This design comes from an exercise in tuning for small area, a short achievable clock period and few clock cycles on the open sky130 flow, not from production work.
RTL that was checked went through simulation tests only; none was proved equivalent to the original.
No activity file was given, so power comes from the tool's default toggle rates.

==> flow/design.v <==
package prts_pkg;
    localparam int ID_W        = 16;
    localparam int REP_W       = 16;
    localparam int IN_PERIOD_W = 24;
    localparam int MAX_RESULTS = 16;
    localparam int FIRE_CNT_W  = $clog2(MAX_RESULTS + 1);
    localparam int CMD_W       = 2 + REP_W + ID_W;
    localparam logic [1:0] MODE_ADD_PER = 2'd0;
    localparam logic [1:0] MODE_ADD_REP = 2'd1;
    localparam logic [1:0] MODE_CANCEL  = 2'd2;
    localparam logic [1:0] MODE_TICK    = 2'd3;
    localparam logic [2:0] KIND_ADDED     = 3'd0;
    localparam logic [2:0] KIND_FULL      = 3'd1;
    localparam logic [2:0] KIND_CANCELLED = 3'd2;
    localparam logic [2:0] KIND_UNKNOWN   = 3'd3;
    localparam logic [2:0] KIND_FIRED     = 3'd4;
    typedef struct packed {
        logic [1:0]       mode;
        logic [REP_W-1:0] reps;
        logic [ID_W-1:0]  cancel_id;
    } t_cmd;
    typedef struct packed {
        logic [2:0]      kind;
        logic [ID_W-1:0] id;
        logic            last;
    } t_res;
endpackage
module prts_front #(
    parameter int PERIOD_BITS = 24
) (
    input  logic                              i_clk,
    input  logic                              i_rst_n,
    input  logic                              start,
    input  logic [1:0]                        i_mode,
    input  logic [prts_pkg::IN_PERIOD_W-1:0]  i_period_ms,
    input  logic [prts_pkg::REP_W-1:0]        i_repeat_count,
    input  logic [prts_pkg::ID_W-1:0]         i_cancel_id,
    input  logic                              i_multi,        
    input  logic                              i_multi_n,      
    output logic                              o_busy,
    output logic                              o_h_tick,
    output logic                              o_h_add,
    output logic                              o_h_cancel,
    output logic                              o_h_per_mode,
    output logic [PERIOD_BITS-1:0]            o_h_arg,
    output logic [prts_pkg::REP_W-1:0]        o_h_reps
);
    logic [PERIOD_BITS-1:0] arg_c;
    logic                   valid_n;
    always_comb begin
        if (i_mode == prts_pkg::MODE_CANCEL) begin
            arg_c = PERIOD_BITS'(i_cancel_id);
        end else begin
            arg_c = i_period_ms[PERIOD_BITS-1:0];
        end
    end
    logic h_valid;
    logic hold;
    assign h_valid = o_h_tick || o_h_add || o_h_cancel;
    assign hold    = h_valid && i_multi;
    assign valid_n = hold || start;
    always_ff @(posedge i_clk) begin
        if (!i_rst_n) begin
            o_h_tick   <= 1'b0;
            o_h_add    <= 1'b0;
            o_h_cancel <= 1'b0;
            o_busy     <= 1'b0;
        end else begin
            if (!hold) begin
                o_h_tick   <= start && (i_mode == prts_pkg::MODE_TICK);
                o_h_add    <= start && (i_mode == prts_pkg::MODE_ADD_PER || i_mode == prts_pkg::MODE_ADD_REP);
                o_h_cancel <= start && (i_mode == prts_pkg::MODE_CANCEL);
            end
            o_busy <= valid_n && i_multi_n;
        end
    end
    always_ff @(posedge i_clk) begin
        if (!hold) begin
            o_h_per_mode <= (i_mode == prts_pkg::MODE_ADD_PER);
            o_h_arg      <= arg_c;
            o_h_reps     <= i_repeat_count;
        end
    end
endmodule
module prts_back #(
    parameter int NUM_SLOTS   = 16,
    parameter int PERIOD_BITS = 24
) (
    input  logic                       i_clk,
    input  logic                       i_rst_n,
    input  logic                       i_h_tick,
    input  logic                       i_h_add,
    input  logic                       i_h_cancel,
    input  logic                       i_h_per_mode,
    input  logic [PERIOD_BITS-1:0]     i_h_arg,
    input  logic [prts_pkg::REP_W-1:0] i_h_reps,
    output logic                       o_multi,
    output logic                       o_multi_n,
    output logic                       o_valid,
    output logic [2:0]                 o_kind,
    output logic [prts_pkg::ID_W-1:0]  o_id,
    output logic                       o_last
);
    localparam int NS = NUM_SLOTS;
    localparam int PB = PERIOD_BITS;
    localparam int IW = prts_pkg::ID_W;
    localparam int RW = prts_pkg::REP_W;
    logic [NS-1:0]    r_active;
    logic [NS-1:0]    r_periodic;
    logic [NS-1:0]    r_new;         
    logic [IW-1:0]    r_ident  [NS];
    logic [PB-1:0]    r_period [NS];
    logic [PB-1:0]    r_cd     [NS];
    logic [RW-1:0]    r_reps   [NS];
    logic [IW-1:0]    r_next_id;
    logic [NS-1:0]    r_fire;        
    logic             r_multi;       
    logic             r_res_valid;
    logic [2:0]       r_res_kind;
    logic [IW-1:0]    r_res_id;
    logic             do_tick;
    logic             do_add;
    logic             do_cancel;
    assign do_tick   = i_h_tick && !r_multi;
    assign do_add    = i_h_add && !r_multi;
    assign do_cancel = i_h_cancel && !r_multi;
    logic [NS-1:0]    fire;
    logic [NS-1:0]    rep_zero;
    logic [NS-1:0]    match;
    logic [NS-1:0]    add_sel;
    logic [NS-1:0]    can_sel;
    logic [NS-1:0]    free_v;
    always_comb begin
        for (int s = 0; s < NS; s++) begin
            fire[s]     = r_active[s] && (r_new[s] || (r_cd[s][PB-1:1] == '0));
            rep_zero[s] = (r_reps[s] == '0);
            match[s]    = r_active[s] && (r_ident[s] == i_h_arg[IW-1:0]);
        end
        free_v = ~r_active;
        add_sel = free_v & (~free_v + 1'b1);
        can_sel = match & (~match + 1'b1);
    end
    for (genvar s = 0; s < NS; s++) begin : g_slot
        always_ff @(posedge i_clk) begin
            if (!i_rst_n) begin
                r_active[s] <= 1'b0;
            end else if (do_add && add_sel[s]) begin
                r_active[s] <= 1'b1;
            end else if (do_cancel && can_sel[s]) begin
                r_active[s] <= 1'b0;
            end else if (do_tick && fire[s] && !r_periodic[s] && rep_zero[s]) begin
                r_active[s] <= 1'b0;
            end
        end
        always_ff @(posedge i_clk) begin
            if (do_add && add_sel[s]) begin
                r_periodic[s] <= i_h_per_mode;
                r_ident[s]    <= r_next_id;
                r_period[s]   <= i_h_arg;
            end
            if (do_add && add_sel[s]) begin
                r_new[s] <= 1'b1;
            end else if (do_tick) begin
                r_new[s] <= 1'b0;
            end
            if (do_tick) begin
                r_cd[s] <= fire[s] ? r_period[s] : (r_cd[s] - 1'b1);
            end
            if (do_add && add_sel[s]) begin
                r_reps[s] <= i_h_reps;
            end else if (do_tick && fire[s]) begin
                r_reps[s] <= r_reps[s] - 1'b1;
            end
        end
    end
    logic [NS-1:0]    f_low;
    logic [NS-1:0]    f_rest;
    logic [IW-1:0]    f_id;
    logic [NS-1:0]    fire_n;
    logic             multi_n;
    always_comb begin
        f_low  = r_fire & (~r_fire + 1'b1);
        f_rest = r_fire & ~f_low;
        f_id   = '0;
        for (int s = 0; s < NS; s++) begin
            f_id = f_id | ({IW{f_low[s]}} & r_ident[s]);
        end
        fire_n = do_tick ? fire : f_rest;
        multi_n = ((fire_n & (fire_n - 1'b1)) != '0);
    end
    assign o_multi_n = multi_n;
    assign o_multi   = r_multi;
    always_ff @(posedge i_clk) begin
        if (!i_rst_n) begin
            r_fire      <= '0;
            r_multi     <= 1'b0;
            r_next_id   <= '0;
            r_res_valid <= 1'b0;
            o_valid     <= 1'b0;
        end else begin
            r_fire      <= fire_n;
            r_multi     <= multi_n;
            if (do_add && free_v != '0) begin
                r_next_id <= r_next_id + 1'b1;
            end
            r_res_valid <= do_add || do_cancel;
            o_valid     <= (r_fire != '0) || r_res_valid;
        end
    end
    always_ff @(posedge i_clk) begin
        if (do_add) begin
            if (free_v != '0) begin
                r_res_kind <= prts_pkg::KIND_ADDED;
                r_res_id   <= r_next_id;
            end else begin
                r_res_kind <= prts_pkg::KIND_FULL;
                r_res_id   <= '0;
            end
        end else begin
            r_res_kind <= (match != '0) ? prts_pkg::KIND_CANCELLED : prts_pkg::KIND_UNKNOWN;
            r_res_id   <= i_h_arg[IW-1:0];
        end
        if (r_fire != '0) begin
            o_kind <= prts_pkg::KIND_FIRED;
            o_id   <= f_id;
            o_last <= (f_rest == '0);
        end else begin
            o_kind <= r_res_kind;
            o_id   <= r_res_id;
            o_last <= 1'b1;
        end
    end
endmodule
module periodic_repeat_timer_scheduler #(
    parameter int NUM_SLOTS   = 16,
    parameter int PERIOD_BITS = 24
) (
    input  logic                              i_clk,
    input  logic                              i_rst_n,
    input  logic                              start,
    output logic                              busy,
    input  logic [1:0]                        i_mode,
    input  logic [prts_pkg::IN_PERIOD_W-1:0]  i_period_ms,
    input  logic [prts_pkg::REP_W-1:0]        i_repeat_count,
    input  logic [prts_pkg::ID_W-1:0]         i_cancel_id,
    output logic                              o_valid,
    output logic [2:0]                        o_kind,
    output logic [prts_pkg::ID_W-1:0]         o_result_id,
    output logic                              o_last
);
    logic                   h_tick;
    logic                   h_add;
    logic                   h_cancel;
    logic                   h_per_mode;
    logic [PERIOD_BITS-1:0] h_arg;
    logic [prts_pkg::REP_W-1:0] h_reps;
    logic                   multi;
    logic                   multi_n;
    prts_front #(
        .PERIOD_BITS (PERIOD_BITS)
    ) u_front (
        .i_clk          (i_clk),
        .i_rst_n        (i_rst_n),
        .start          (start),
        .i_mode         (i_mode),
        .i_period_ms    (i_period_ms),
        .i_repeat_count (i_repeat_count),
        .i_cancel_id    (i_cancel_id),
        .i_multi        (multi),
        .i_multi_n      (multi_n),
        .o_busy         (busy),
        .o_h_tick       (h_tick),
        .o_h_add        (h_add),
        .o_h_cancel     (h_cancel),
        .o_h_per_mode   (h_per_mode),
        .o_h_arg        (h_arg),
        .o_h_reps       (h_reps)
    );
    prts_back #(
        .NUM_SLOTS   (NUM_SLOTS),
        .PERIOD_BITS (PERIOD_BITS)
    ) u_back (
        .i_clk       (i_clk),
        .i_rst_n     (i_rst_n),
        .i_h_tick    (h_tick),
        .i_h_add     (h_add),
        .i_h_cancel  (h_cancel),
        .i_h_per_mode(h_per_mode),
        .i_h_arg     (h_arg),
        .i_h_reps    (h_reps),
        .o_multi     (multi),
        .o_multi_n   (multi_n),
        .o_valid     (o_valid),
        .o_kind      (o_kind),
        .o_id        (o_result_id),
        .o_last      (o_last)
    );
endmodule
clock: 7.5 ns
lec_check: 0
cap_margin: 20
core_margin: 2
core_utilization: 40
cts_cluster_diameter: 60
cts_cluster_size: 25
setup_slack_margin: 4.7
slew_margin: 20
run.sh (not shown) runs the stock make flow with config.mk's settings and CLKGATE_MAP_FILE= SYNTH_SCRIPT=/design/flow/synth_recipe.tcl, a recipe that flattens the netlist after the stock synthesis.
Next try:
--- a/flow/design.v
+++ b/flow/design.v
@@ -32,13 +32,12 @@
     input  logic                              i_rst_n,
     input  logic                              start,
     input  logic [1:0]                        i_mode,
     input  logic [prts_pkg::IN_PERIOD_W-1:0]  i_period_ms,
     input  logic [prts_pkg::REP_W-1:0]        i_repeat_count,
     input  logic [prts_pkg::ID_W-1:0]         i_cancel_id,
-    input  logic                              i_multi,        
     input  logic                              i_multi_n,      
     output logic                              o_busy,
     output logic                              o_h_tick,
     output logic                              o_h_add,
     output logic                              o_h_cancel,
     output logic                              o_h_per_mode,
@@ -51,34 +50,30 @@
         if (i_mode == prts_pkg::MODE_CANCEL) begin
             arg_c = PERIOD_BITS'(i_cancel_id);
         end else begin
             arg_c = i_period_ms[PERIOD_BITS-1:0];
         end
     end
-    logic h_valid;
-    logic hold;
-    assign h_valid = o_h_tick || o_h_add || o_h_cancel;
-    assign hold    = h_valid && i_multi;
-    assign valid_n = hold || start;
+    assign valid_n = o_busy || start;
     always_ff @(posedge i_clk) begin
         if (!i_rst_n) begin
             o_h_tick   <= 1'b0;
             o_h_add    <= 1'b0;
             o_h_cancel <= 1'b0;
             o_busy     <= 1'b0;
         end else begin
-            if (!hold) begin
+            if (!o_busy) begin
                 o_h_tick   <= start && (i_mode == prts_pkg::MODE_TICK);
                 o_h_add    <= start && (i_mode == prts_pkg::MODE_ADD_PER || i_mode == prts_pkg::MODE_ADD_REP);
                 o_h_cancel <= start && (i_mode == prts_pkg::MODE_CANCEL);
             end
             o_busy <= valid_n && i_multi_n;
         end
     end
     always_ff @(posedge i_clk) begin
-        if (!hold) begin
+        if (!o_busy) begin
             o_h_per_mode <= (i_mode == prts_pkg::MODE_ADD_PER);
             o_h_arg      <= arg_c;
             o_h_reps     <= i_repeat_count;
         end
     end
 endmodule
@@ -91,13 +86,12 @@
     input  logic                       i_h_tick,
     input  logic                       i_h_add,
     input  logic                       i_h_cancel,
     input  logic                       i_h_per_mode,
     input  logic [PERIOD_BITS-1:0]     i_h_arg,
     input  logic [prts_pkg::REP_W-1:0] i_h_reps,
-    output logic                       o_multi,
     output logic                       o_multi_n,
     output logic                       o_valid,
     output logic [2:0]                 o_kind,
     output logic [prts_pkg::ID_W-1:0]  o_id,
     output logic                       o_last
 );
@@ -186,13 +180,12 @@
             f_id = f_id | ({IW{f_low[s]}} & r_ident[s]);
         end
         fire_n = do_tick ? fire : f_rest;
         multi_n = ((fire_n & (fire_n - 1'b1)) != '0);
     end
     assign o_multi_n = multi_n;
-    assign o_multi   = r_multi;
     always_ff @(posedge i_clk) begin
         if (!i_rst_n) begin
             r_fire      <= '0;
             r_multi     <= 1'b0;
             r_next_id   <= '0;
             r_res_valid <= 1'b0;
@@ -251,25 +244,23 @@
     logic                   h_tick;
     logic                   h_add;
     logic                   h_cancel;
     logic                   h_per_mode;
     logic [PERIOD_BITS-1:0] h_arg;
     logic [prts_pkg::REP_W-1:0] h_reps;
-    logic                   multi;
     logic                   multi_n;
     prts_front #(
         .PERIOD_BITS (PERIOD_BITS)
     ) u_front (
         .i_clk          (i_clk),
         .i_rst_n        (i_rst_n),
         .start          (start),
         .i_mode         (i_mode),
         .i_period_ms    (i_period_ms),
         .i_repeat_count (i_repeat_count),
         .i_cancel_id    (i_cancel_id),
-        .i_multi        (multi),
         .i_multi_n      (multi_n),
         .o_busy         (busy),
         .o_h_tick       (h_tick),
         .o_h_add        (h_add),
         .o_h_cancel     (h_cancel),
         .o_h_per_mode   (h_per_mode),
@@ -285,13 +276,12 @@
         .i_h_tick    (h_tick),
         .i_h_add     (h_add),
         .i_h_cancel  (h_cancel),
         .i_h_per_mode(h_per_mode),
         .i_h_arg     (h_arg),
         .i_h_reps    (h_reps),
-        .o_multi     (multi),
         .o_multi_n   (multi_n),
         .o_valid     (o_valid),
         .o_kind      (o_kind),
         .o_id        (o_result_id),
         .o_last      (o_last)
     );
Worst setup slack is better by 250 ps.
Count of clock-buffer cells in the layout came out higher by 6.
Die area increases slightly.
Utilization drops by 0.18 points.
Power increases by a few percent.
Synthesized cell count is higher slightly.
Design area barely changes.
Final cell count went up slightly.
Sequential cell count stays the same.
Testbench counts after the change, summed over its fixed seeds: cycles 32,247.
Function not checked in the first run of this note: the RTL went through the layout flow alone.

-- separate check: timing with driven ports --
The flow's constraints put no driver on any port. The routed layouts listed below were extracted and timed again, unchanged, in two steps. Step 1: set_driving_cell puts a clkbuf_16 on i_clk and a buf_2 on each other input, an assumption about the parent block. Step 2 also shifts input and output timing later by t, the mid clock arrival at the registers, as if the neighbouring blocks saw the same clock. Three values: ideal ports, drivers, drivers and shift; two values: the first two.
run	t, ns	setup WS [ns]	hold slack, ns	slew at the worst register clock pin (ns)	worst data-port slew with drivers (ns)
the first run	0.830	4.408 / 4.408 / 3.920	0.446 / 0.446 / 0.446	0.10 / 0.10	0.04
the second run	0.861	4.657 / 4.586 / 3.889	0.434 / 0.434 / 0.434	0.09 / 0.09	0.06
After both steps setup and hold are still met in every run listed. The setup slack of the second run, which loses most, moves by -0.071 ns with the drivers and by -0.768 ns with both steps.
